What follows belongs to an exercise in optimizing a design on an open flow for small area and a short achievable clock period; a production flow would make more cautious choices. The RTL was checked by simulation tests, not by an equivalence proof against the original design. Power and IR drop assume default switching activity.

Setup of the previous run:
==> flow/design.v (excerpt) <==
module core_pipe (
    input  logic                  clock,
    input  logic                  reset,
    input  logic [31:0]           inst,
    input  logic [64-1:0] pc,
    input  logic                  hold,
    output logic                  wb_write_enable,
    output logic [4:0]            wb_regnum,
    output logic [64-1:0] wb_data,
    output logic                  redirect,
    output logic [64-1:0] redirect_pc,
    output logic                  reserved_inst,
    output logic                  overflow
);
    localparam int XL = 64;
    typedef struct packed {
        logic       we;         
        logic       rsv;        
        logic       ovf_chk;    
        logic       sub;        
        logic       sel_sum;
        logic       sel_lui;
        logic       sel_and;
        logic       sel_or;
        logic       sel_xor;
        logic       sel_slt;
        logic       sel_sltu;
        logic       sel_lt;     
        logic       sel_oth;    
        logic       beq;
        logic       bne;
        logic       bc;
        logic       rdb;        
        logic [4:0] dest;
    } dec_t;
    logic            f_valid;
    dec_t            f_dec;
    logic [25:0]     f_off;           
    logic [XL-1:0]   f_pc;            
    logic [26:0]     f_tlo;           
    logic [XL-1:0]   oa0, oa1, ob0, ob1;
  ...
==> flow/config.mk <==
export PLATFORM = sky130hd
export DESIGN_NAME = core_pipe
export DESIGN_NICKNAME = core_pipe
export VERILOG_FILES = /design/flow/design.v
export SDC_FILE = /design/flow/constraint.sdc
export NUM_CORES = 8
export LEC_CHECK = 0
export CAP_MARGIN = 20
export CORE_MARGIN = 2
export CORE_UTILIZATION = 45
export SLEW_MARGIN = 20
export TNS_END_PERCENT = 100
==> flow/constraint.sdc <==
create_clock -name core_clock -period 11.5 [get_ports {clock}]
set_input_delay 2.3000 -clock core_clock [delete_from_list [all_inputs] [get_ports {clock}]]
set_output_delay 2.3000 -clock core_clock [all_outputs]
set_load 0.01 [all_outputs]
standard.sh (not shown) runs the stock make flow with config.mk's settings and CLKGATE_MAP_FILE= SYNTH_SCRIPT=/design/flow/synth_recipe.tcl, a recipe that flattens the netlist after the stock synthesis.
==> flow/flow/run.sh <==
#!/bin/bash
# The standard layout (standard.sh) with the standard synthesis, and these changes:
# - the clock tree uses clkbuf_8, sink clusters of up to 12 within 60 um, and no dummy loads;
# - the port buffers are buf_4 (the repair resizes them where timing needs it).
# Each step's output goes to a log here; ORFS's own logs stay under orfs/logs.
set -euo pipefail
bash standard.sh synth > synth.log 2>&1
bash standard.sh SETUP_SLACK_MARGIN=7.45 \
  "CTS_ARGS=-sink_clustering_enable -repair_clock_nets -dont_use_dummy_load -buf_list sky130_fd_sc_hd__clkbuf_8 -sink_clustering_size 12 -sink_clustering_max_diameter 60" \
  "BUFFER_PORTS_ARGS=-buffer_cell sky130_fd_sc_hd__buf_4" \
  finish > layout.log 2>&1
The previous run: full flow OK, the timing, design-rule and antenna checks passed
Modified inputs, the current run compared to the previous run
diff --git a/flow/design.v b/flow/design.v
--- a/flow/design.v
+++ b/flow/design.v
@@ -35,21 +35,21 @@
         logic [4:0] dest;
     } dec_t;
     logic            f_valid;
     dec_t            f_dec;
     logic [25:0]     f_off;           
     logic [XL-1:0]   f_pc;            
     logic [26:0]     f_tlo;           
     logic [XL-1:0]   oa0, oa1, ob0, ob1;
     logic [XL-1:0]   op_a, op_b;
     logic            fwd_as, fwd_a0, fwd_bs, fwd_b0;
-    logic            fwd_bsp, fwd_bsn, fwd_b0p, fwd_b0n;
+    logic            f_sub_fwd;
     logic [XL-1:0]   d_sum;
     logic [XL-1:0]   d_oth;           
     logic            d_sel_sum;
     logic            d_sel_lt;
     logic            d_ovf_f;         
     logic [4:0]      d_rd;
     logic            d_we_nz;         
     logic            d_we_any;        
     logic            d_rsv, d_ovf, d_taken;
     logic [XL-1:0]   d_res;
@@ -138,36 +138,34 @@
                    | ({XL{!hold && fo_a}} & lres)
                    | ({XL{!hold && !fo_a && byp_a}} & d_res);
     assign early_b = ({XL{hold}} & b)
                    | ({XL{!hold && i_dec.rdb && fo_b}} & (lres ^ {XL{i_dec.sub}}))
                    | ({XL{!hold && i_dec.rdb && !fo_b && byp_b}} & (d_res ^ {XL{i_dec.sub}}))
                    | ({XL{!hold && !i_dec.rdb}} & (i_immval ^ {XL{i_dec.sub}}));
     logic [XL-1:0] sum;
     logic          cout;
     logic          ovf_raw, eq, slt_s;
     logic [XL-1:0] br_off;            
-    logic          sa_s, sa_0, sb_o, sb_0o, sb_p, sb_n, sb_0p, sb_0n;
+    logic          sa_s, sa_0, sb_s, sb_0;
+    logic [XL-1:0] d_sum_b;           
     assign op_a = oa0 | oa1;
     assign op_b = ob0 | ob1;
     assign sa_s = fwd_as && !d_ovf_f;
     assign sa_0 = fwd_a0 && !d_ovf_f;
-    assign sb_o  = !(fwd_bs && !d_ovf_f);
-    assign sb_0o = !(fwd_b0 && !d_ovf_f);
-    assign sb_p  = fwd_bsp && !d_ovf_f;
-    assign sb_n  = fwd_bsn && !d_ovf_f;
-    assign sb_0p = fwd_b0p && !d_ovf_f;
-    assign sb_0n = fwd_b0n && !d_ovf_f;
+    assign sb_s = fwd_bs && !d_ovf_f;
+    assign sb_0 = fwd_b0 && !d_ovf_f;
+    assign d_sum_b = d_sum ^ {XL{f_sub_fwd}};
     always_comb begin
         a    = sa_s ? d_sum : op_a;
         a[0] = sa_0 ? d_sum[0] : op_a[0];
-        b    = ({XL{sb_p}} & d_sum) | ({XL{sb_n}} & ~d_sum) | ({XL{sb_o}} & op_b);
-        b[0] = (sb_0p & d_sum[0]) | (sb_0n & !d_sum[0]) | (sb_0o & op_b[0]);
+        b    = sb_s ? d_sum_b : op_b;
+        b[0] = sb_0 ? d_sum_b[0] : op_b[0];
     end
     logic [XL-1:0] g0, p0, x0;
     logic [XL+1:0] sum_x;
     assign g0 = a & b;
     assign p0 = a | b;
     assign x0 = a ^ b;
     assign sum_x = {1'b0, a, 1'b1} + {1'b0, b, f_dec.sub};
     assign sum  = sum_x[XL:1];
     assign cout = sum_x[XL+1];
     assign ovf_raw = (a[XL-1] == b[XL-1]) && (sum[XL-1] != a[XL-1]);
@@ -227,26 +225,21 @@
                    + {1'b0, (inst[31:26] == 6'h32) ? inst[25:0] : {{10{inst[15]}}, inst[15:0]}};
         end
         oa0    <= early_a | ({XL{ra}} & rf_a0);    
         oa1    <= {XL{ra}} & rf_a1;
         ob0    <= early_b | ({XL{rb && !inst[20]}} & (rf_b0 ^ {XL{i_dec.sub}}));
         ob1    <= {XL{rb && inst[20]}} & (rf_b1 ^ {XL{i_dec.sub}});
         fwd_as <= go && wr_nz && f_dec.sel_sum && (f_dec.dest == inst[25:21]);
         fwd_a0 <= go && wr_nz && (f_dec.sel_sum || f_dec.sel_lt) && (f_dec.dest == inst[25:21]);
         fwd_bs <= go && wr_nz && f_dec.sel_sum && (f_dec.dest == inst[20:16]) && i_dec.rdb;
         fwd_b0 <= go && wr_nz && (f_dec.sel_sum || f_dec.sel_lt) && (f_dec.dest == inst[20:16]) && i_dec.rdb;
-        fwd_bsp <= go && wr_nz && f_dec.sel_sum && (f_dec.dest == inst[20:16]) && i_dec.rdb && !i_dec.sub;
-        fwd_bsn <= go && wr_nz && f_dec.sel_sum && (f_dec.dest == inst[20:16]) && i_dec.rdb && i_dec.sub;
-        fwd_b0p <= go && wr_nz && (f_dec.sel_sum || f_dec.sel_lt) && (f_dec.dest == inst[20:16]) && i_dec.rdb
-                   && !i_dec.sub;
-        fwd_b0n <= go && wr_nz && (f_dec.sel_sum || f_dec.sel_lt) && (f_dec.dest == inst[20:16]) && i_dec.rdb
-                   && i_dec.sub;
+        f_sub_fwd <= i_dec.sub;
     end
     always_ff @(posedge clock, posedge reset) begin
         if (reset) begin
             d_we_any <= 1'b0;
             d_we_nz  <= 1'b0;
             d_rsv    <= 1'b0;
             d_ovf    <= 1'b0;
             d_taken  <= 1'b0;
         end else begin
             d_we_any <= go && f_dec.we;
No stage failed in the current run, and the final checks on the layout all came back clean. Taking the previous run as the reference point, the minimum clock period after layout of the current run falls by 0.44 ns. For the previous run, the launch point of the worst path was inst[23], unlike the current run, where it was inst[24]. | count of multi-input gates | lower: the previous run |. The worst-skew pair later-pin latency on the current run is in line with that on the previous run. The via count of the current run was inferior to that of the previous run. The current run and the previous run ended up with roughly the same multiplexer share of the synthesized area. Per the comparison of the current run with the previous run, overall power after layout increased by 0.86% relative to the old numbers, first-iteration DRC count fell by 89, length in cells of the worst reg-to-reg path dropped 5, count of distinct cell types in the synthesized netlist climbed about 9%.

[static timing again, ports no longer ideal]
In the flow no input, the clock included, has a driving cell. The finished layouts below were timed again as built, in two steps.
Step 1: set_driving_cell puts a clkbuf_16 on clock and a buf_2 on each other input, an assumption about the parent block.
Step 2 times the ports against the registers' clock, not the clock port: input delays grow and output delays shrink by t, the midpoint of the rising clock arrivals with the driver on.
Slacks: no drivers / after step 1 / after step 2; pairs: no drivers / after step 1.
run	t (ns)	slack for setup (ns)	worst setup path at the end
the previous run	1.178	6.784 / 6.856 / 5.679	input to register
the current run	1.178	7.220 / 7.296 / 6.118	input to register
After both steps setup and hold are still met in every run listed. The setup slack of the previous run, which loses most, moves by +0.072 ns with the drivers and by -1.105 ns with both steps.
